What follows belongs to an exercise in optimizing a design on an open flow for small area; a production flow would make more cautious choices.
In this exercise RTL edits were held to simulation tests only and were not proved equivalent to the original.
Power figures rest on the tool's default switching activity, not on a simulated workload.

==> flow/design.v <==
`default_nettype none
package spec_pkg;
    localparam int BIN_BITS  = 5;    
    localparam int ROW_BITS  = 3;    
    localparam int AMPL_BITS = 8;    
    typedef logic [AMPL_BITS-1:0] ampl_t;    
    typedef logic [BIN_BITS-1:0]  bin_t;     
    typedef logic [ROW_BITS-1:0]  row_t;     
    typedef struct packed {
        bin_t  bin;
        ampl_t ampl;
    } bin_sample_t;
    typedef struct packed {
        bin_t  addr;     
        ampl_t ampl;
        logic  close;    
        logic  decay;    
    } bin_req_t;
    typedef struct packed {
        bin_t  addr;
        ampl_t spec;      
        ampl_t peak;      
        logic  spec_en;
        logic  peak_en;
    } spec_wr_t;
    typedef struct packed {
        ampl_t spec;
        ampl_t peak;
        ampl_t wf;
    } disp_rd_t;
    typedef enum logic [1:0] {
        RMW_IDLE,
        RMW_FETCH,
        RMW_WRITE
    } rmw_state_t;
endpackage
`default_nettype wire
`timescale 1ns/1ps
`default_nettype none
module sm_aoi222 (
    input  wire logic a1,
    input  wire logic a2,
    input  wire logic b1,
    input  wire logic b2,
    input  wire logic c1,
    input  wire logic c2,
    output logic      y
);
    assign y = ~((a1 & a2) | (b1 & b2) | (c1 & c2));
endmodule
module sm_nand2 (
    input  wire logic a,
    input  wire logic b,
    output logic      y
);
    assign y = ~(a & b);
endmodule
module sm_nand4 (
    input  wire logic a,
    input  wire logic b,
    input  wire logic c,
    input  wire logic d,
    output logic      y
);
    assign y = ~(a & b & c & d);
endmodule
module sm_or32_bit (
    input  wire logic [31:0] i_d,
    input  wire logic [31:0] i_sel,
    output logic      [2:0]  o_or
);
    logic [11:0] n;                      
    for (genvar i = 0; i < 10; i++)
    begin : g_a
        sm_aoi222 u_a (.a1(i_sel[3*i]), .a2(i_d[3*i]), .b1(i_sel[3*i+1]), .b2(i_d[3*i+1]),
                       .c1(i_sel[3*i+2]), .c2(i_d[3*i+2]), .y(n[i]));
    end
    sm_nand2 u_n30 (.a(i_sel[30]), .b(i_d[30]), .y(n[10]));
    sm_nand2 u_n31 (.a(i_sel[31]), .b(i_d[31]), .y(n[11]));
    for (genvar i = 0; i < 3; i++)
    begin : g_o
        sm_nand4 u_o (.a(n[4*i]), .b(n[4*i+1]), .c(n[4*i+2]), .d(n[4*i+3]), .y(o_or[i]));
    end
endmodule
module sm_or24_bit (
    input  wire logic [23:0] i_d,
    input  wire logic [23:0] i_sel,
    output logic      [1:0]  o_or
);
    logic [7:0] n;
    for (genvar i = 0; i < 8; i++)
    begin : g_a
        sm_aoi222 u_a (.a1(i_sel[3*i]), .a2(i_d[3*i]), .b1(i_sel[3*i+1]), .b2(i_d[3*i+1]),
                       .c1(i_sel[3*i+2]), .c2(i_d[3*i+2]), .y(n[i]));
    end
    for (genvar i = 0; i < 2; i++)
    begin : g_o
        sm_nand4 u_o (.a(n[4*i]), .b(n[4*i+1]), .c(n[4*i+2]), .d(n[4*i+3]), .y(o_or[i]));
    end
endmodule
module sm_dec32 (
    input  wire logic [4:0]  i_pos,
    output logic      [31:0] o_sel
);
    for (genvar k = 0; k < 32; k++)
    begin : g_k
        assign o_sel[k] = (i_pos == 5'(k));
    end
endmodule
module sm_insert (
    input  wire logic       i_ins,
    input  wire logic       i_keep,
    input  wire logic [7:0] i_new,
    input  wire logic [7:0] i_prev,
    output logic      [7:0] o_next
);
    assign o_next = ({8{i_ins}} & i_new) | ({8{i_keep}} & i_prev);
endmodule
`default_nettype wire
`timescale 1ns/1ps
`default_nettype none
module spec_monitor_top #(
    parameter int WF_LINE_DIV = 4,   
    parameter int DECAY_BITS  = 3    
) (
    input  wire logic                  logfn_lineSync,
    input  wire logic                  global_rst,
    input  wire logic                  i_bin_valid,
    input  wire spec_pkg::bin_sample_t i_bin,
    input  wire logic                  i_frame_sync,
    input  wire logic                  i_line_done,
    input  wire spec_pkg::bin_t        i_rd_addr,
    input  wire spec_pkg::row_t        i_rd_row,
    output spec_pkg::disp_rd_t         o_rd
);
    localparam int NB    = 2 ** spec_pkg::BIN_BITS;
    localparam int NR    = 2 ** spec_pkg::ROW_BITS;
    localparam int NJ    = (NB + 1) / 3;                 
    localparam int MSB   = spec_pkg::BIN_BITS - 1;
    localparam int DW    = spec_pkg::AMPL_BITS;
    localparam int DIV_W = (WF_LINE_DIV > 1) ? $clog2(WF_LINE_DIV) : 1;
    logic rst;
    assign rst = global_rst;
    logic                  sync_q;
    logic [DECAY_BITS-1:0] decay_ctr;
    logic [1:0]            stb;          
    logic                  rst_q;        
    logic                  rst_qq;       
    spec_pkg::bin_t        ph;           
    spec_pkg::bin_req_t    req;          
    always_ff @(posedge logfn_lineSync)
    begin
        rst_q  <= rst;
        rst_qq <= rst_q;
        if (rst)
        begin
            sync_q    <= 1'b0;
            decay_ctr <= '0;
            stb       <= '0;
            ph        <= '0;
        end
        else
        begin
            sync_q <= i_frame_sync;
            if (i_frame_sync & ~sync_q)
            begin
                decay_ctr <= decay_ctr - 1'b1;
            end
            stb <= {stb[0], i_bin_valid};
            ph  <= ph + 1'b1;
        end
    end
    always_ff @(posedge logfn_lineSync)
    begin
        if (i_bin_valid)
        begin
            req.addr  <= {~i_bin.bin[MSB], i_bin.bin[MSB-1:0]};
            req.ampl  <= i_bin.ampl;
            req.close <= i_frame_sync;
            req.decay <= (decay_ctr == '0);
        end
    end
    logic [DIV_W-1:0] line_div;
    spec_pkg::row_t   wr_line;
    spec_pkg::row_t   wr_line_nx;        
    assign wr_line_nx = (i_line_done && (line_div == DIV_W'(WF_LINE_DIV - 1))) ?
                        (wr_line + 1'b1) : wr_line;
    always_ff @(posedge logfn_lineSync)
    begin
        if (rst)
        begin
            line_div <= '0;
            wr_line  <= '0;
        end
        else if (i_line_done)
        begin
            if (line_div == DIV_W'(WF_LINE_DIV - 1))
            begin
                line_div <= '0;
                wr_line  <= wr_line + 1'b1;
            end
            else
            begin
                line_div <= line_div + 1'b1;
            end
        end
    end
    logic [DW-1:0] sp [NB];
    logic [DW-1:0] pk [NB];
    logic [DW-1:0] wf [NR][NB];
    spec_pkg::bin_t  cur_pos;            
    logic            cap;                
    logic [1:0][2:0][DW-1:0] old_or;
    logic            byp;                
    spec_pkg::ampl_t old_spec;
    spec_pkg::ampl_t old_peak;
    spec_pkg::ampl_t new_spec;
    spec_pkg::ampl_t new_peak;
    logic [NB-1:0]   sel_e;
    spec_pkg::bin_t  pos_q;
    always_ff @(posedge logfn_lineSync)
    begin
        pos_q <= req.addr + ph + spec_pkg::bin_t'(1);
    end
    assign cur_pos = pos_q;
    assign cap     = stb[1];
    sm_dec32 u_dec_e (.i_pos(cur_pos), .o_sel(sel_e));
    for (genvar b = 0; b < DW; b++)
    begin : g_old
        logic [NB-1:0] d_sp;
        logic [NB-1:0] d_pk;
        for (genvar k = 0; k < NB; k++)
        begin : g_k
            assign d_sp[k] = sp[k][b];
            assign d_pk[k] = pk[k][b];
        end
        sm_or32_bit u_sp (.i_d(d_sp), .i_sel(sel_e),
                          .o_or({old_or[0][2][b], old_or[0][1][b], old_or[0][0][b]}));
        sm_or32_bit u_pk (.i_d(d_pk), .i_sel(sel_e),
                          .o_or({old_or[1][2][b], old_or[1][1][b], old_or[1][0][b]}));
    end
    logic                 wr_act;        
    logic [1:0]           wr_cnt;        
    logic                 wr_lg;         
    logic                 close_q;
    spec_pkg::bin_t       addr_q;
    logic [3:0]           ins_q;         
    spec_pkg::row_t       row_q;
    spec_pkg::ampl_t      new_spec_q;
    spec_pkg::ampl_t      new_peak_q;
    logic                 wr_q;          
    logic [1:0]           dly;
    assign wr_q = wr_act & (wr_cnt == 2'd0);
    assign byp  = wr_q && (addr_q == req.addr);
    assign old_spec = byp ? new_spec_q :
                      (old_or[0][0] | old_or[0][1] | old_or[0][2]);
    assign old_peak = (byp && close_q) ? new_peak_q :
                      (old_or[1][0] | old_or[1][1] | old_or[1][2]);
    assign new_spec = req.close ? '0 : ((old_spec < req.ampl) ? req.ampl : old_spec);
    assign new_peak = (old_spec < old_peak) ? (old_peak - spec_pkg::ampl_t'(req.decay)) : old_spec;
    logic [3:0] jx;
    always_comb
    begin
        dly = 2'd0;
        jx  = 4'd0;
        for (int p = 0; p < NB; p++)
        begin
            if (cur_pos == spec_pkg::bin_t'(p))
            begin
                dly = 2'(((p + 2) % NB % 3 == 0) ? 0 : ((p + 3) % NB % 3 == 0) ? 1 : 2);
                jx  = 4'((((p + 2) % NB) + int'(dly)) % NB / 3);
            end
        end
    end
    always_ff @(posedge logfn_lineSync)
    begin
        if (rst)
        begin
            wr_act <= 1'b0;
        end
        else if (cap)
        begin
            wr_act <= 1'b1;
        end
        else if (wr_q)
        begin
            wr_act <= 1'b0;
        end
        wr_lg  <= ~cap & wr_act;
        wr_cnt <= cap ? dly : (wr_cnt - 2'd1);
        if (cap)
        begin
            close_q    <= req.close;
            addr_q     <= req.addr;
            ins_q      <= jx;
            row_q      <= wr_line_nx;
            new_spec_q <= new_spec;
            new_peak_q <= new_peak;
        end
    end
    logic [DW-1:0] new_spec_g;
    logic [DW-1:0] new_peak_g;
    logic [NJ-1:0] ins_sp;
    logic [NJ-1:0] ins_pk;
    logic [NJ-1:0] ins_wf [NR];
    logic [NJ-1:0] keep_sp;
    logic [NJ-1:0] keep_pk;
    logic [NJ-1:0] keep_wf [NR];
    logic          clr;                  
    assign clr        = rst | rst_q | rst_qq;
    assign new_spec_g = new_spec_q & {DW{~rst}};
    assign new_peak_g = new_peak_q & {DW{~rst}};
    for (genvar j = 0; j < NJ; j++)
    begin : g_ins
        assign ins_sp[j]  = wr_q && (ins_q == 4'(j));
        assign ins_pk[j]  = ins_sp[j] & close_q;
        assign keep_sp[j] = ~ins_sp[j] & ~clr;
        assign keep_pk[j] = ~ins_pk[j] & ~clr;
        for (genvar r = 0; r < NR; r++)
        begin : g_row
            assign ins_wf[r][j]  = ins_sp[j] && (row_q == spec_pkg::row_t'(r));
            assign keep_wf[r][j] = ~ins_wf[r][j] & ~clr;
        end
    end
    for (genvar k = 0; k < NB; k++)
    begin : g_stage
        localparam int KP = (k + NB - 1) % NB;
        if ((k % 3 != 0) || (k == NB - 1))
        begin : g_pass
            always_ff @(posedge logfn_lineSync)
            begin
                sp[k] <= sp[KP];
                pk[k] <= pk[KP];
                for (int r = 0; r < NR; r++)
                begin
                    wf[r][k] <= wf[r][KP];
                end
            end
        end
        else
        begin : g_insert
            logic [DW-1:0] nx_sp;
            logic [DW-1:0] nx_pk;
            logic [DW-1:0] nx_wf [NR];
            sm_insert u_sp (.i_ins(ins_sp[k/3]), .i_keep(keep_sp[k/3]), .i_new(new_spec_g),
                            .i_prev(sp[KP]), .o_next(nx_sp));
            sm_insert u_pk (.i_ins(ins_pk[k/3]), .i_keep(keep_pk[k/3]), .i_new(new_peak_g),
                            .i_prev(pk[KP]), .o_next(nx_pk));
            for (genvar r = 0; r < NR; r++)
            begin : g_row
                sm_insert u_wf (.i_ins(ins_wf[r][k/3]), .i_keep(keep_wf[r][k/3]), .i_new(new_spec_g),
                                .i_prev(wf[r][KP]), .o_next(nx_wf[r]));
            end
            always_ff @(posedge logfn_lineSync)
            begin
                sp[k] <= nx_sp;
                pk[k] <= nx_pk;
                for (int r = 0; r < NR; r++)
                begin
                    wf[r][k] <= nx_wf[r];
                end
            end
        end
    end
    spec_pkg::row_t rd_line;
    spec_pkg::bin_t rd_pos;
    logic [NR-1:0]  sel_r;
    logic           hit;
    logic           hit_wf;
    logic [2:0][DW-1:0] rd_sp_or;
    logic [2:0][DW-1:0] rd_pk_or;
    spec_pkg::ampl_t rd_sp;
    spec_pkg::ampl_t rd_pk;
    spec_pkg::ampl_t rd_wf;
    assign rd_line = wr_line - spec_pkg::row_t'(1) - i_rd_row;
    assign rd_pos  = i_rd_addr + ph;
    logic [NB-1:0] sel_sp;
    logic [NB-1:0] sel_wf [3];
    sm_dec32 u_dec_sp (.i_pos(rd_pos), .o_sel(sel_sp));
    for (genvar g = 0; g < 3; g++)
    begin : g_dec
        sm_dec32 u_dec (.i_pos(rd_pos), .o_sel(sel_wf[g]));
    end
    for (genvar r = 0; r < NR; r++)
    begin : g_sel_r
        assign sel_r[r] = (rd_line == spec_pkg::row_t'(r));
    end
    for (genvar b = 0; b < DW; b++)
    begin : g_rd
        logic [NB-1:0] d_sp;
        logic [NB-1:0] d_pk;
        logic [3*NR-1:0] q_wf;           
        logic [3*NR-1:0] s_wf;
        logic [1:0]      o_wf;
        for (genvar k = 0; k < NB; k++)
        begin : g_k
            assign d_sp[k] = sp[k][b];
            assign d_pk[k] = pk[k][b];
        end
        sm_or32_bit u_sp (.i_d(d_sp), .i_sel(sel_sp),
                          .o_or({rd_sp_or[2][b], rd_sp_or[1][b], rd_sp_or[0][b]}));
        sm_or32_bit u_pk (.i_d(d_pk), .i_sel(sel_sp),
                          .o_or({rd_pk_or[2][b], rd_pk_or[1][b], rd_pk_or[0][b]}));
        for (genvar r = 0; r < NR; r++)
        begin : g_r
            logic [NB-1:0] d_wf;
            for (genvar k = 0; k < NB; k++)
            begin : g_k
                assign d_wf[k] = wf[r][k][b];
            end
            sm_or32_bit u_wf (.i_d(d_wf), .i_sel(sel_wf[r / 3]), .o_or(q_wf[3*r +: 3]));
            assign s_wf[3*r +: 3] = {3{sel_r[r]}};
        end
        sm_or24_bit u_row (.i_d(q_wf), .i_sel(s_wf), .o_or(o_wf));
        assign rd_wf[b] = |o_wf;
    end
    assign rd_sp = rd_sp_or[0] | rd_sp_or[1] | rd_sp_or[2];
    assign rd_pk = rd_pk_or[0] | rd_pk_or[1] | rd_pk_or[2];
    assign hit    = wr_act && wr_lg && (i_rd_addr == addr_q);
    assign hit_wf = hit && (rd_line == row_q);
    always_ff @(posedge logfn_lineSync)
    begin
        o_rd.spec <= (rst_q | rst_qq) ? '0 : hit ? new_spec_q : rd_sp;
        o_rd.peak <= (rst_q | rst_qq) ? '0 : (hit && close_q) ? new_peak_q : rd_pk;
        o_rd.wf   <= (rst_q | rst_qq) ? '0 : hit_wf ? new_spec_q : rd_wf;
    end
endmodule
`default_nettype wire
==> flow/run.sh <==
#!/bin/bash
# synth_recipe.tcl (not shown) runs the flow's synth.tcl, then flattens the netlist and writes it again
# the make line also repeats each setting of config.mk as NAME=value (left out here)
make -C /OpenROAD-flow-scripts/flow DESIGN_CONFIG=/design/flow/config.mk WORK_HOME=/design/flow/orfs CLKGATE_MAP_FILE= SYNTH_SCRIPT=/design/flow/synth_recipe.tcl finish
==> flow/config.mk <==
export PLATFORM = sky130hd
export DESIGN_NAME = spec_monitor_top
export DESIGN_NICKNAME = spec_monitor_top
export VERILOG_FILES = /design/flow/design.v
export SDC_FILE = /design/flow/constraint.sdc
export NUM_CORES = 4
export LEC_CHECK = 0
export CAP_MARGIN = 20
export CORE_MARGIN = 2
export CORE_UTILIZATION = 60
export CTS_CLUSTER_DIAMETER = 100
export CTS_CLUSTER_SIZE = 30
export PLACE_DENSITY = 0.75
export SETUP_SLACK_MARGIN = 0.1
export SLEW_MARGIN = 20
export SYNTH_HIERARCHICAL = 1
export SYNTH_MINIMUM_KEEP_SIZE = 0
==> flow/constraint.sdc <==
create_clock -name core_clock -period 5.0 [get_ports {logfn_lineSync}]
set_input_delay 1.0000 -clock core_clock [delete_from_list [all_inputs] [get_ports {logfn_lineSync}]]
set_output_delay 1.0000 -clock core_clock [all_outputs]
set_load 0.01 [all_outputs]
==> impl_summary.log, run 1 <==
[metrics] count of endpoints failing hold in the final timing report: 0
[metrics] iteration count of the initial detailed-routing pass: 14
[metrics] count of warnings emitted by yosys: 29
[metrics] max-slew violation count: 0
[metrics] pin count of the biggest net entering global routing: 52
[metrics] proportion of power drawn by the clock network: 29.7%
[metrics] number of buffers and inverters on the critical path: 8
[metrics] placed insts: 8,417
[metrics] Critical Path AT: 5.71 ns
[metrics] number of port buffers: 49
[metrics] share of the clock period used by the worst path: 101.1%
[metrics] count of distinct cell types in the synthesized netlist: 54
[metrics] post-cts hold buffer count: 0
[metrics] average routed wire per standard cell: 30.67 um
[metrics] Die Footprint: 0.1379 mm2
[metrics] Cells after Synth: 6,210
[metrics] root buffer selected by CTS: sky130_fd_sc_hd__clkbuf_16
[metrics] final antenna-violating net count: 0
[metrics] insertion delay to the later sink of the worst-skew pair: 0.80 ns
[metrics] proportion of synthesized chip area in sequential cells: 66.18%
[metrics] Nets: 6,823
[metrics] RSZ-0062 raised after global routing: yes
[metrics] fraction of synthesized cell area taken by the top area cell type: 64.55%
[metrics] Finish-stage setup viols: 2
[metrics] cell class contributing the biggest share of worst-path delay: buffers and inverters
[metrics] fraction of power spent switching nets: 23.31%
[metrics] clock transition time at the flip-flop clock pins of the worst setup and hold paths: 0.11 ns
[metrics] worst setup path category: in2reg
[metrics] Final Worst Setup Slack: -0.05598 ns
[metrics] internal power: 0.02562 W
[metrics] critical path's most frequent cell: sky130_fd_sc_hd__buf_4
[metrics] proportion of power drawn by flip-flops and latches: 63.8%
[metrics] WHS: 0.3461 ns
[metrics] max incr delay on CP: 0.73 ns
[metrics] Worst VDD drop: 0.3393 mV
[metrics] Max H-tree Level: 3
[metrics] Comb pwr share: 6.5%
[metrics] count of max-cap constraint violations: 0
[metrics] total power density per cell area: 366.3 mW/mm2
[metrics] reasons for failing layout checks: setup timing
[metrics] final standard cell area without fillers: 0.09120 mm2
[metrics] total net switching power: 0.007789 W
[metrics] filler cell count: 9,503
[metrics] startpoint type of the worst setup path: primary input
[metrics] flop and latch count out of synthesis: 2,655
[metrics] most used cells in the layout excluding fill and tap cells: sky130_fd_sc_hd__dfxtp_1, sky130_fd_sc_hd__a222oi_1, sky130_fd_sc_hd__a22o_1, sky130_fd_sc_hd__buf_4, sky130_fd_sc_hd__nor2_1
[metrics] Cell Rows: 134
[metrics] die height: 371.4 um
[metrics] number of vias per cell: 7.263
[metrics] global-route wire length before repair: 381.6 mm
[metrics] DR DRC count: 0
[metrics] Crit. End Element: register
[metrics] Cell Chain, Critical Path: clkdlybuf4s50_1 -> ha_4 -> buf_4 -> xnor2_2 -> buf_12 -> buf_12 -> nand3b_1 -> buf_4 -> nor2_2 -> buf_4 -> buf_4 -> a222oi_1 -> nand4_1 -> buf_4 -> a222oi_1 -> nand4_1 -> nor3_2 -> a211oi_1
[metrics] total negative slack: -0.1054 ns
[metrics] share of async-settable or async-resettable flops after synthesis: 0%
[metrics] initial cell density of the core: 60.60%
[metrics] final critical-path required period: 5.056 ns
[metrics] top-level port count: 50
[metrics] slew at the pin closest to its max-slew limit: 1.167 ns
[metrics] average footprint of a synthesized cell: 13.04 um2
[metrics] total chip power: 0.03341 W
[metrics] number of CTS-inserted buffers: 98
[metrics] final setup skew: 0.03587 ns
[metrics] largest cells by area after synthesis: sky130_fd_sc_hd__dfxtp_1, sky130_fd_sc_hd__a222oi_1, sky130_fd_sc_hd__a22o_1
[metrics] CP required: 5.65 ns
[metrics] initial antenna violation count: 10
[metrics] total number of vias: 62,109
[metrics] placer congestion estimate: 0.9972
[metrics] All-Layer GR Usage: 36.70%
[metrics] detailed-placement wirelength estimate: 181.0 mm
[metrics] number of sinks handled by clock tree synthesis: 2,655
[metrics] drt first-iter violations: 13,747
[metrics] maximum fanout along the worst path: 13
[metrics] most common cell after layout, fill and taps aside: sky130_fd_sc_hd__dfxtp_1
[metrics] CTS max path bufs: 3
[metrics] reported leakage power: 33.98 nW
[metrics] number of global-route vias before repair: 59,463
[metrics] count of flip-flops with a built-in enable after synthesis: 44
[metrics] commonest register cell after synthesis: sky130_fd_sc_hd__dfxtp_1
[metrics] Placed Area: 0.08807 mm2
[metrics] worst min path class: reg2reg
[metrics] run status: failed layout checks
[metrics] headroom to the max-slew limit: 21.82%
[metrics] area delta synth->final: 12.63%
[metrics] die width: 371.4 um
[metrics] final wirelength: 262.3 mm
[metrics] clock tree from TritonCTS: done
[metrics] Slowest cell on crit path: sky130_fd_sc_hd__a222oi_1
[metrics] Mapped Area: 0.08097 mm2
[metrics] Max Fclk: 0.1978 GHz
[metrics] fraction of final layout cells with drive strength greater than 1: 13.46%
[metrics] Synth Net Count: 6,270
[metrics] fin cells: 8,552
[metrics] Core Area: 0.1336 mm2
[metrics] cell taking the most area after synthesis: sky130_fd_sc_hd__dfxtp_1
[metrics] grt ovf: 0
[logic make-up after synthesis]
logic type | after synthesis | synth area share [%]
flops | 2655 | 66.18
fa+ha+maj | 34 | 0.5532
mux | 29 | 0.3770
simple gates | 1154 | 6.950
buf+inv | 322 | 2.686
compound gates | 1976 | 22.82
xor+xnor | 40 | 0.4327
[modules after synthesis (local to each module, per instance), excerpt]
module,cell area [um2],times used,flip-flops and latches
spec_monitor_top,57500,1,2655
sm_nand4,6.256,304,0
sm_aoi222,10.01,1024,0
sm_nand2,3.754,192,0
sm_insert,86.33,110,0
sm_dec32,221.5,5,0
[power by group through the flow]
stage	Sequential (W)	Clock, W	Combinational [W]
2_1_floorplan	0.0218	0	0.000839
3_3_place_gp	0.0218	0	0.00193
3_5_place_dp	0.0218	0	0.00197
4_1_cts	0.0213	0.00994	0.00204
5_1_grt	0.0213	0.0106	0.00222
6_report	0.0213	0.00991	0.00217
[worst paths after layout]
path         cells after the start  slack [ns]   endpoint         start
min reg2reg                      0        0.35  wf[95][2]     wf[94][2]
max reg2reg                     18        0.04    o_rd[4]         ph[1]
max                             18       -0.06    o_rd[0]  i_rd_addr[3]
min                              0        0.35  wf[95][2]     wf[94][2]
[synthesized netlist by cell type (all sizes together) (10+ instances only)]
master  number
dfxtp     2611
a222oi    1024
a22o       881
nor2       431
nand4      309
buf        224
nand2      222
nor3        59
clkbuf      55
edfxtp      44
inv         43
ha          31
nor2b       27
xnor2       23
a211oi      22
nand3b      19
a21oi       18
or3b        18
mux2i       17
xor2        17
nand2b      14
nand3       14
or3         14
mux2        12
o21ai       10
[stage by stage]
| stage | utilization (%) | setup slack [ns] |
|---|---|---|
| final | 68.25 | -0.05598 |
| after CTS | 68.11 | 0.09651 |
| after detailed placement | 65.91 | -1.094 |
| after global placement | 65.89 | -1.109 |
| after floorplan | - | 0.03579 |
| after global routing | 68.24 | 0.05885 |
[final cells by class]
| class | count | area (um2) | share of cell area [%] |
|---|---|---|---|
| Antenna cell | 2 | 5.005 | 0.005488 |
| Clock buffer | 109 | 2504 | 2.745 |
| Clock inverter | 10 | 136.4 | 0.1495 |
| Inverter | 43 | 161.4 | 0.1770 |
| Multi-Input combinational cell | 3233 | 25630 | 28.11 |
| Sequential cell | 2655 | 53600 | 58.77 |
| Tap cell | 1768 | 2212 | 2.426 |
| Timing Repair Buffer | 732 | 6948 | 7.619 |
[routing by layer]
layer | share of wire, % | up-vias | global-route usage (%)
li1 | - | 26555 | -
met1 | 39 | 30305 | 49.91
met2 | 43 | 4437 | 54.60
met3 | 12 | 800 | 9.155
met4 | 6.0 | 12 | 18.30
met5 | 0.033 | - | 0
[timing repair]
action / 4_1_cts / 5_1_grt
endpoints found under the setup margin: 15 / 22
gates cloned: 2 / 0
setup buffers: 8 / 5
gates resized for setup: 38 / 32
pin swaps: 19 / 32
[state kept, by name, indices dropped and copies added, names as in the netlist, 4 cells and up]
name	cells
addr_q	5
wf	2048
ins_q	4
new_peak_q	8
pos_q	5
ph	5
o_rd	24
req	15
new_spec_q	8
sp	256
pk	256
[worst reg2reg max path: cells and delay by family (launching register included)]
kind	cells	cell delay, ns
xor+xnor	1	0.21
simple gates	6	1.65
compound gates	4	1.38
fa+ha+maj	1	0.36
flops	1	0.49
buf+inv	6	0.74
==> inputs of run 2 (changes only) <==
--- a/flow/design.v
+++ b/flow/design.v
@@ -87,13 +87,7 @@
     input  wire logic [23:0] i_sel,
-    output logic      [1:0]  o_or
+    output logic      [2:0]  o_or
 );
-    logic [7:0] n;
-    for (genvar i = 0; i < 8; i++)
-    begin : g_a
-        sm_aoi222 u_a (.a1(i_sel[3*i]), .a2(i_d[3*i]), .b1(i_sel[3*i+1]), .b2(i_d[3*i+1]),
-                       .c1(i_sel[3*i+2]), .c2(i_d[3*i+2]), .y(n[i]));
-    end
-    for (genvar i = 0; i < 2; i++)
-    begin : g_o
-        sm_nand4 u_o (.a(n[4*i]), .b(n[4*i+1]), .c(n[4*i+2]), .d(n[4*i+3]), .y(o_or[i]));
+    for (genvar i = 0; i < 3; i++)
+    begin : g_q
+        assign o_or[i] = |(i_d[8*i +: 8] & i_sel[8*i +: 8]);
     end
@@ -393,3 +387,3 @@
         logic [3*NR-1:0] s_wf;
-        logic [1:0]      o_wf;
+        logic [2:0]      o_wf;
         for (genvar k = 0; k < NB; k++)
--- a/flow/config.mk
+++ b/flow/config.mk
@@ -13,3 +13,3 @@
 export PLACE_DENSITY = 0.75
-export SETUP_SLACK_MARGIN = 0.1
+export SETUP_SLACK_MARGIN = 0.2
 export SLEW_MARGIN = 20
==> impl_summary.log, run 2 <==
[metrics] run status: finished clean
[metrics] count of endpoints failing hold in the final timing report: 0 (unchanged)
[metrics] CP required: 5.64 ns (about the same)
[metrics] iteration count of the initial detailed-routing pass: 13 (-1)
[metrics] Core Area: 0.1338 mm2 (+0.12%)
[metrics] count of max-cap constraint violations: 0 (unchanged)
[metrics] setup slack of the most critical reg-to-reg path: 0.28 ns (+0.24 ns)
[metrics] number of global-route vias before repair: 59,762 (+0.50%)
[metrics] reported leakage power: 33.70 nW (-0.82%)
[metrics] total net switching power: 0.007673 W (-1.5%)
[metrics] total negative slack: 0 ns (+0.1054 ns)
[metrics] count of warnings emitted by yosys: 29 (unchanged)
[metrics] root buffer selected by CTS: sky130_fd_sc_hd__clkbuf_16
[metrics] final antenna-violating net count: 0 (unchanged)
[metrics] total number of vias: 62,183 (+0.12%)
[metrics] final setup skew: 0.03495 ns (-0.0009165 ns)
[metrics] Mapped Area: 0.08111 mm2 (+0.17%)
[metrics] initial cell density of the core: 60.62% (about the same)
[metrics] insertion delay to the later sink of the worst-skew pair: 0.78 ns (-0.02 ns)
[metrics] met2 routed wirelength: 113.7 mm (+1.7%)
[metrics] max-slew violation count: 0 (unchanged)
[metrics] most used cells in the layout excluding fill and tap cells: sky130_fd_sc_hd__dfxtp_1, sky130_fd_sc_hd__a222oi_1, sky130_fd_sc_hd__a22o_1, sky130_fd_sc_hd__buf_4, sky130_fd_sc_hd__nor2_1
[metrics] register with the highest flop count: wf
[metrics] number of vias per cell: 7.297 (+0.47%)
[metrics] flop and latch count out of synthesis: 2,655 (unchanged)
[metrics] headroom to the max-slew limit: 19.81% (-2.0 points)
[metrics] worst r2r path cells: 14 (-4)
[metrics] Die Footprint: 0.1381 mm2 (+0.17%)
[metrics] top-level port count: 50 (unchanged)
[metrics] proportion of synthesized chip area in sequential cells: 66.07% (-0.11 points)
[metrics] RSZ-0062 raised after global routing: yes
[metrics] clock tree from TritonCTS: done
[metrics] beginning of the worst hold path: wf[22][0]
[metrics] worst setup path category: in2reg
[metrics] final critical-path required period: 4.752 ns (-0.3039 ns)
[metrics] Nets: 6,795 (-0.41%)
[metrics] fraction of power spent switching nets: 23.09% (-0.22 points)
[metrics] Crit. End Element: register
[metrics] Critical Path AT: 5.39 ns (-0.32 ns)
[metrics] Cell Rows: 134 (unchanged)
[metrics] Hold Crit Endpoint: wf[23][0]
[metrics] final wirelength: 263.6 mm (+0.49%)
[metrics] filler cell count: 9,726 (+2.3%)
[metrics] post-CTS setup-driven buffer insertion count: 0 (-8)
[metrics] Cells after Synth: 6,242 (+0.52%)
[metrics] destination of the worst register-to-register timing path: new_spec_q[7]
[metrics] final standard cell area without fillers: 0.09045 mm2 (-0.82%)
[metrics] number of stages on the worst hold path: 0 (unchanged)
[metrics] die height: 371.7 um (about the same)
[metrics] total power density per cell area: 367.4 mW/mm2 (+0.29%)
[metrics] placer congestion estimate: 0.9821 (-1.5%)
[metrics] proportion of power drawn by flip-flops and latches: 64.2% (+0.4 points)
[metrics] most common cell after layout, fill and taps aside: sky130_fd_sc_hd__dfxtp_1
[metrics] proportion of power drawn by the clock network: 29.7% (about the same)
[metrics] drt first-iter violations: 13,442 (-2.2%)
[metrics] commonest register cell after synthesis: sky130_fd_sc_hd__dfxtp_1
[metrics] Comb pwr share: 6.1% (-0.4 points)
[metrics] total chip power: 0.03323 W (-0.54%)
[metrics] area delta synth->final: 11.52%
[metrics] count of flip-flops with a built-in enable after synthesis: 44 (unchanged)
[metrics] share of the clock period used by the worst path: 95.04% (-6.1 points)
[metrics] share of async-settable or async-resettable flops after synthesis: 0% (unchanged)
[metrics] slew at the pin closest to its max-slew limit: 1.202 ns (+0.03419 ns)
[metrics] die width: 371.7 um (about the same)
[metrics] WHS: 0.3295 ns (-0.01662 ns)
[metrics] maximum fanout along the worst path: 16 (+3)
[metrics] global-route wire length before repair: 384.4 mm (+0.73%)
[metrics] largest cells by area after synthesis: sky130_fd_sc_hd__dfxtp_1, sky130_fd_sc_hd__a222oi_1, sky130_fd_sc_hd__a22o_1
[metrics] fraction of final layout cells with drive strength greater than 1: 11.99% (-1.5 points)
[metrics] DR DRC count: 0 (unchanged)
[metrics] max FFs per register: 2,048 (unchanged)
[metrics] number of CTS-inserted buffers: 98 (unchanged)
[metrics] number of sinks handled by clock tree synthesis: 2,655 (unchanged)
[metrics] final core utilization: 67.60% (-0.64 points)
[metrics] wire length the detailed router placed on met1: 101.8 mm (-0.15%)
[metrics] met3 wirelength from detailed routing: 33.38 mm (+1.9%)
[metrics] grt ovf: 0 (unchanged)
[metrics] number of port buffers: 49 (unchanged)
[metrics] Placed Area: 0.08775 mm2 (-0.36%)
[metrics] detailed-placement wirelength estimate: 182.3 mm (+0.71%)
[metrics] average footprint of a synthesized cell: 12.99 um2 (-0.35%)
[metrics] pin count of the biggest net entering global routing: 89 (+71%)
[metrics] source of the critical timing path: i_rd_addr[0]
[metrics] All-Layer GR Usage: 36.88% (+0.17 points)
[metrics] worst min path class: reg2reg
[metrics] Max H-tree Level: 3 (unchanged)
[metrics] internal power: 0.02556 W (-0.25%)
[metrics] highest routing layer actually used: met5
[metrics] worst reg2reg path startpoint: pos_q[1]
[metrics] fraction of synthesized cell area taken by the top area cell type: 64.44% (-0.11 points)
[metrics] startpoint type of the worst setup path: primary input
[metrics] Max Fclk: 0.2104 GHz (+6.4%)
[metrics] average routed wire per standard cell: 30.93 um (+0.84%)
[metrics] Finish-stage setup viols: 0 (-2)
[metrics] count of distinct cell types in the synthesized netlist: 58 (+7.4%)
[metrics] leading registers by flop count: wf: 2048 flops, pk: 256 flops, sp: 256 flops
[metrics] clock transition time at the flip-flop clock pins of the worst setup and hold paths: 0.11 ns (about the same)
[metrics] synth cell count leaders: sky130_fd_sc_hd__dfxtp_1, sky130_fd_sc_hd__a222oi_1, sky130_fd_sc_hd__a22o_1
[metrics] CTS max path bufs: 3 (unchanged)
[metrics] cell taking the most area after synthesis: sky130_fd_sc_hd__dfxtp_1
[metrics] most frequently used cell type in the post-synthesis netlist: sky130_fd_sc_hd__dfxtp_1
[metrics] Synth Net Count: 6,302 (+0.51%)
[metrics] Worst VDD drop: 0.3727 mV (+9.9%)
[metrics] initial antenna violation count: 9 (-1)
==> run 2: cell types whose count changed in the layout (fill, tap and decap cells not counted), moves of 6 or more <==
| cell | before | now |
|---|---|---|
| sky130_fd_sc_hd__a22oi_1 | 0 | 92 |
| sky130_fd_sc_hd__o21ai_0 | 10 | 4 |
| sky130_fd_sc_hd__buf_12 | 101 | 92 |
| sky130_fd_sc_hd__nor2_4 | 13 | 5 |
| sky130_fd_sc_hd__buf_6 | 6 | 0 |
| sky130_fd_sc_hd__nor2_2 | 21 | 8 |
| sky130_fd_sc_hd__nor2b_1 | 17 | 31 |
| sky130_fd_sc_hd__nand4_1 | 309 | 317 |
| sky130_fd_sc_hd__nor2_1 | 397 | 412 |
| sky130_fd_sc_hd__buf_4 | 573 | 529 |
| sky130_fd_sc_hd__a222oi_1 | 1024 | 960 |
| sky130_fd_sc_hd__nor3_2 | 9 | 3 |
| sky130_fd_sc_hd__inv_1 | 42 | 36 |
==> run 2: critical path, cell delays in order <==
cell                              delay, ns
sky130_fd_sc_hd__clkdlybuf4s50_1       0.49
sky130_fd_sc_hd__ha_1                  0.18
sky130_fd_sc_hd__inv_1                 0.06
sky130_fd_sc_hd__fa_1                  0.39
sky130_fd_sc_hd__inv_1                 0.08
sky130_fd_sc_hd__a21o_1                0.11
sky130_fd_sc_hd__a21oi_1               0.09
sky130_fd_sc_hd__xnor2_2               0.20
sky130_fd_sc_hd__buf_12                0.23
sky130_fd_sc_hd__or2_2                 0.27
sky130_fd_sc_hd__nor2_1                0.25
sky130_fd_sc_hd__a222oi_1              0.56
sky130_fd_sc_hd__buf_4                 0.20
sky130_fd_sc_hd__nand4_1               0.12
sky130_fd_sc_hd__a22oi_1               0.40
sky130_fd_sc_hd__nand4_1               0.33
sky130_fd_sc_hd__nor4_1                0.34
sky130_fd_sc_hd__nor3_1                0.07
==> run 2: worst max-delay path by stage <==
stage,end,slack [ns],depth (start not counted)
after global placement,o_rd[7],-0.50,20
after floorplan,sp[0][0],0.04,3
after global routing,o_rd[7],0.17,19
after CTS,new_spec_q[7],0.24,14
final,o_rd[1],0.25,18
after detailed placement,o_rd[7],-0.49,20
==> run 2: final cells by class <==
type	count	area, um2	share of cell area (%)
diodes	4	10.01	0.01107
clock inverters	8	87.58	0.09683
flip-flops and latches	2655	53600	59.25
well taps	1768	2212	2.446
inverters	40	150.1	0.1660
clock buffers	107	2529	2.796
multi-input cells	3269	25550	28.25
repair buffers	671	6314	6.980
==> run 2: metrics by stage <==
| stage | cells | setup slack, ns |
|---|---|---|
| final | 8522 | 0.2479 |
| after global routing | 8522 | 0.1711 |
| after CTS | 8518 | 0.2442 |
| after detailed placement | 8403 | -0.4940 |
| after global placement | 8402 | -0.5015 |
| after floorplan | 6242 | 0.03576 |
==> run 2: cell families after synthesis <==
| kind of cell | synth area share [%] |
|---|---|
| DFF | 66.07 |
| AOI/OAI and AO/OA | 22.83 |
| and+or+nand+nor | 7.033 |
| buffers and inverters | 2.672 |
| xor gates and xnor gates | 0.4304 |
| adders and majority gates | 0.5523 |
| muxes | 0.4119 |
==> run 2: repair_timing <==
action                     in CTS  in global routing
hold buffers                    0                  0
resized for setup               0                 14
setup endpoints to repair       0                 21
==> run 2: Yosys stat by module, one instance, submodules excluded, excerpt <==
module / flops+latches / copies in the design / area [um2]
sm_dec32: 0 / 5 / 221.5
spec_monitor_top: 2655 / 1 / 57500
sm_nand2: 0 / 192 / 3.754
sm_nand4: 0 / 288 / 6.256
sm_insert: 0 / 110 / 86.33
sm_aoi222: 0 / 960 / 10.01
sm_or24_bit: 0 / 8 / 108.9
==> run 2: per-layer routing <==
metal  GRT usage (%)  vias up
li1                -    26465
met1           50.66    30410
met2           55.39     4550
met3           7.546      754
met4           18.61        4
met5               0        -
==> run 2: power groups by stage <==
stage	registers (W)	logic [W]	clock network (W)
2_1_floorplan	0.0218	0.000844	0
3_3_place_gp	0.0218	0.00188	0
3_5_place_dp	0.0218	0.00191	0
4_1_cts	0.0213	0.00192	0.00990
5_1_grt	0.0214	0.00207	0.0106
6_report	0.0213	0.00202	0.00987
==> inputs of run 3 (changes only) <==
--- a/flow/config.mk
+++ b/flow/config.mk
@@ -13,3 +13,3 @@
 export PLACE_DENSITY = 0.75
-export SETUP_SLACK_MARGIN = 0.2
+export SETUP_SLACK_MARGIN = 0.35
 export SLEW_MARGIN = 20
==> impl_summary.log, run 3 <==
[metrics] run status: finished clean
[metrics] headroom to the max-slew limit: 20.16% (+0.35 points)
[metrics] Worst VDD drop: 0.3746 mV (+0.51%)
[metrics] clock tree from TritonCTS: done
[metrics] fraction of power spent switching nets: 23.14% (+0.051 points)
[metrics] leading registers by flop count: wf: 2048 flops, pk: 256 flops, sp: 256 flops
[metrics] proportion of power drawn by flip-flops and latches: 64.1% (about the same)
[metrics] global-route wire length before repair: 384.3 mm (about the same)
[metrics] reported leakage power: 33.75 nW (+0.14%)
[metrics] fin cells: 8,525 (+0.035%)
[metrics] total chip power: 0.03327 W (+0.11%)
[metrics] share of the clock period used by the worst path: 92.95% (-2.1 points)
[metrics] pin count of the biggest net entering global routing: 89 (unchanged)
[metrics] count of max-cap constraint violations: 0 (unchanged)
[metrics] total number of vias: 62,200 (+0.027%)
[metrics] number of stages on the worst hold path: 0 (unchanged)
[metrics] Final Worst Setup Slack: 0.3526 ns (+0.1047 ns)
[metrics] initial antenna violation count: 9 (unchanged)
[metrics] Cell Rows: 134 (unchanged)
[metrics] Finish-stage setup viols: 0 (unchanged)
[metrics] total power density per cell area: 367.3 mW/mm2 (about the same)
[metrics] most used cells in the layout excluding fill and tap cells: sky130_fd_sc_hd__dfxtp_1, sky130_fd_sc_hd__a222oi_1, sky130_fd_sc_hd__a22o_1, sky130_fd_sc_hd__buf_4, sky130_fd_sc_hd__nor2_1
[metrics] synth cell count leaders: sky130_fd_sc_hd__dfxtp_1, sky130_fd_sc_hd__a222oi_1, sky130_fd_sc_hd__a22o_1
[metrics] iteration count of the initial detailed-routing pass: 11 (-2)
[metrics] All-Layer GR Usage: 36.87% (about the same)
[metrics] worst r2r path cells: 15 (+1)
[metrics] largest cells by area after synthesis: sky130_fd_sc_hd__dfxtp_1, sky130_fd_sc_hd__a222oi_1, sky130_fd_sc_hd__a22o_1
[metrics] Crit. End Element: register
[metrics] CP required: 5.54 ns (-0.10 ns)
[metrics] share of synthesized cell area in full adder, half adder and majority cells: 0.5523% (unchanged)
[metrics] count of flip-flops with a built-in enable after synthesis: 44 (unchanged)
[metrics] detailed-placement wirelength estimate: 182.3 mm (unchanged)
[metrics] compound-cell area share of the yosys netlist: 22.83% (unchanged)
[metrics] Max Fclk: 0.2152 GHz (+2.3%)
[metrics] number of CTS-inserted buffers: 98 (unchanged)
[metrics] most common cell after layout, fill and taps aside: sky130_fd_sc_hd__dfxtp_1
[metrics] total negative slack: 0 ns (unchanged)
[metrics] highest routing layer actually used: met5
[metrics] proportion of synthesized chip area in sequential cells: 66.07% (unchanged)
[metrics] final wirelength: 264.2 mm (+0.23%)
[metrics] initial cell density of the core: 60.62% (unchanged)
[metrics] proportion of power drawn by the clock network: 29.7% (about the same)
[metrics] die width: 371.7 um (unchanged)
[metrics] final setup skew: 0.03428 ns (-0.0006640 ns)
[metrics] register with the highest flop count: wf
[metrics] Max H-tree Level: 3 (unchanged)
[metrics] placed insts: 8,403 (unchanged)
[metrics] internal power: 0.02557 W (about the same)
[metrics] clock transition time at the flip-flop clock pins of the worst setup and hold paths: 0.12 ns (about the same)
[metrics] worst min path class: reg2reg
[metrics] Cells after Synth: 6,242 (unchanged)
[metrics] placer congestion estimate: 0.9821 (unchanged)
[metrics] drt first-iter violations: 13,733 (+2.2%)
[metrics] simple-gate share of the synthesized area: 7.033% (unchanged)
[metrics] area delta synth->final: 11.67%
[metrics] number of vias per cell: 7.296 (about the same)
[metrics] CTS max path bufs: 3 (unchanged)
[metrics] number of sinks handled by clock tree synthesis: 2,655 (unchanged)
[metrics] count of distinct cell types in the synthesized netlist: 58 (unchanged)
[metrics] cell taking the most area after synthesis: sky130_fd_sc_hd__dfxtp_1
[metrics] post-cts hold buffer count: 0 (unchanged)
[metrics] RSZ-0062 raised after global routing: yes
[metrics] commonest register cell after synthesis: sky130_fd_sc_hd__dfxtp_1
[metrics] slew at the pin closest to its max-slew limit: 1.196 ns (-0.005228 ns)
[metrics] startpoint type of the worst setup path: register
[metrics] max-slew violation count: 0 (unchanged)
[metrics] count of endpoints failing hold in the final timing report: 0 (unchanged)
[metrics] top-level port count: 50 (unchanged)
[metrics] share of async-settable or async-resettable flops after synthesis: 0% (unchanged)
[metrics] Core Area: 0.1338 mm2 (unchanged)
[metrics] Nets: 6,798 (+0.044%)
[metrics] Post-Synth XOR/XNOR Area: 0.4304% (unchanged)
[metrics] met2 routed wirelength: 114.0 mm (+0.26%)
[metrics] count of warnings emitted by yosys: 29 (unchanged)
[metrics] flop and latch count out of synthesis: 2,655 (unchanged)
[metrics] combinational family with the most area after synthesis: compound AO/OA/AOI/OAI gates
[metrics] root buffer selected by CTS: sky130_fd_sc_hd__clkbuf_16
[metrics] wire length the detailed router placed on met1: 102.6 mm (+0.79%)
[metrics] max FFs per register: 2,048 (unchanged)
[metrics] die height: 371.7 um (unchanged)
[metrics] Die Footprint: 0.1381 mm2 (unchanged)
[metrics] maximum fanout along the worst path: 16 (unchanged)
[metrics] final antenna-violating net count: 0 (unchanged)
[metrics] number of port buffers: 49 (unchanged)
[metrics] average footprint of a synthesized cell: 12.99 um2 (unchanged)
[metrics] WHS: 0.3374 ns (+0.007905 ns)
[metrics] final critical-path required period: 4.647 ns (-0.1047 ns)
[metrics] Critical Path AT: 5.18 ns (-0.21 ns)
[metrics] fraction of final layout cells with drive strength greater than 1: 12.35% (+0.36 points)
[metrics] Comb pwr share: 6.1% (about the same)
[metrics] Synth Net Count: 6,302 (unchanged)
[metrics] grt ovf: 0 (unchanged)
[metrics] most frequently used cell type in the post-synthesis netlist: sky130_fd_sc_hd__dfxtp_1
[metrics] fraction of synthesized area in multiplexers: 0.4119% (unchanged)
[metrics] average routed wire per standard cell: 30.99 um (+0.19%)
[metrics] total net switching power: 0.007698 W (+0.33%)
[metrics] worst setup path category: reg2reg
[metrics] number of global-route vias before repair: 59,763 (+0.0017%)
[metrics] pre-CTS setup slack: -0.4940 ns (unchanged)
[metrics] met3 wirelength from detailed routing: 32.93 mm (-1.3%)
[metrics] Mapped Area: 0.08111 mm2 (unchanged)
[metrics] DR DRC count: 0 (unchanged)
[metrics] insertion delay to the later sink of the worst-skew pair: 0.78 ns (about the same)
[metrics] fraction of synthesized cell area taken by the top area cell type: 64.44% (unchanged)
==> run 3: through the flow <==
step,utilization [%],cell area [um2]
floorplan,-,81110
detailed placement,65.59,87750
finish,67.70,90580
CTS,67.56,90390
global placement,65.57,87730
global route,67.70,90580
==> run 3: critical path, cell delays in order, from the launching register on <==
cell,delay [ns]
sky130_fd_sc_hd__dfxtp_1,0.57
sky130_fd_sc_hd__buf_4,0.28
sky130_fd_sc_hd__nand3b_1,0.36
sky130_fd_sc_hd__nor2_4,0.61
sky130_fd_sc_hd__a222oi_1,0.23
sky130_fd_sc_hd__nand4_1,0.21
sky130_fd_sc_hd__nor3_2,0.12
sky130_fd_sc_hd__a21oi_1,0.32
sky130_fd_sc_hd__ha_1,0.30
sky130_fd_sc_hd__and4_1,0.21
sky130_fd_sc_hd__o21ai_0,0.17
sky130_fd_sc_hd__a311oi_4,0.09
sky130_fd_sc_hd__a2111oi_4,0.41
sky130_fd_sc_hd__buf_4,0.21
sky130_fd_sc_hd__mux2i_1,0.23
sky130_fd_sc_hd__nor2_1,0.06
==> run 3: final cells by class <==
| cell class | instances | area (um2) |
|---|---|---|
| diodes | 4 | 10.01 |
| clock buffers | 107 | 2529 |
| clock inverters | 8 | 87.58 |
| fillers | 9719 | 43220 |
| inverters | 40 | 150.1 |
| multi-input cells | 3269 | 25640 |
| flip-flops and latches | 2655 | 53600 |
| well taps | 1768 | 2212 |
| repair buffers | 674 | 6359 |
==> run 3: logic make-up after synthesis <==
kind of cell             Yosys count
multiplexers                      32
flip-flops                      2655
adder cells (fa/ha/maj)           34
AND/OR/NAND/NOR                 1163
AO/OA/AOI/OAI                   2001
buffers and inverters            318
XOR/XNOR                          39
==> run 3: Yosys stat by module (local to each module, per instance), excerpt <==
module | cell area (um2) | flops+latches | cells inside
spec_monitor_top | 57500 | 2655 | 3347
sm_dec32 | 221.5 | 0 | 47
sm_or24_bit | 108.9 | 0 | 15
sm_insert | 86.33 | 0 | 10
sm_aoi222 | 10.01 | 0 | 1
sm_nand4 | 6.256 | 0 | 1
sm_nand2 | 3.754 | 0 | 1
==> run 3: final timing paths <==
| check | slack, ns | from | endpoint |
|---|---|---|---|
| max reg2reg | 0.35 | pos_q[1] | new_spec_q[7] |
| min | 0.34 | wf[22][0] | wf[23][0] |
| max | 0.35 | pos_q[1] | new_spec_q[7] |
| min reg2reg | 0.34 | wf[22][0] | wf[23][0] |
==> run 3: power by group through the flow <==
stage                     Clock [W]  Combinational, W  Sequential [W]
after floorplan                   0          0.000844          0.0218
after global placement            0           0.00188          0.0218
after detailed placement          0           0.00191          0.0218
after CTS                   0.00990           0.00193          0.0213
after global routing         0.0106           0.00210          0.0214
final                       0.00988           0.00204          0.0213
==> run 3: repair_timing <==
action,4_1_cts,5_1_grt
resized for setup,7,35
gates cloned,0,1
endpoints found under the setup margin,15,24
pin swaps,2,24
setup buffers,0,2
==> run 3: layer usage <==
layer	global-route usage, %	up-vias
met5	0	-
met4	18.60	6
met3	7.546	732
met2	55.39	4551
met1	50.64	30453
li1	-	26458

## afterwards: timing with drivers on the ports
No port has a modelled driver above. Below, the same layouts with a new extraction and two added sets of constraints. Step 1 sets driving cells, clkbuf_16 on the clock port and buf_2 on the other inputs (assumed; they add their load-dependent delay and slew). Step 2 moves the port delays by t, midway between the first and last clock arrival at a register: inputs arrive t later, outputs are due t later. That takes back most of the time a late clock gives input paths. Three values: ideal ports, drivers, drivers and shift; two values: the first two.
run	t, ns	setup slack, ns	hold WS [ns]
run 1	0.855	-0.056 / -0.009 / -0.864	0.346 / 0.346 / 0.346
run 2	0.849	0.248 / 0.282 / -0.551	0.330 / 0.330 / 0.330
run 3	0.851	0.353 / 0.353 / -0.339	0.337 / 0.337 / 0.337
With both steps, setup timing fails in run 2 and run 3, where it was met with ideal ports. For run 1, which loses most, drivers alone change the setup slack by +0.047 ns; drivers and shift together by -0.808 ns.
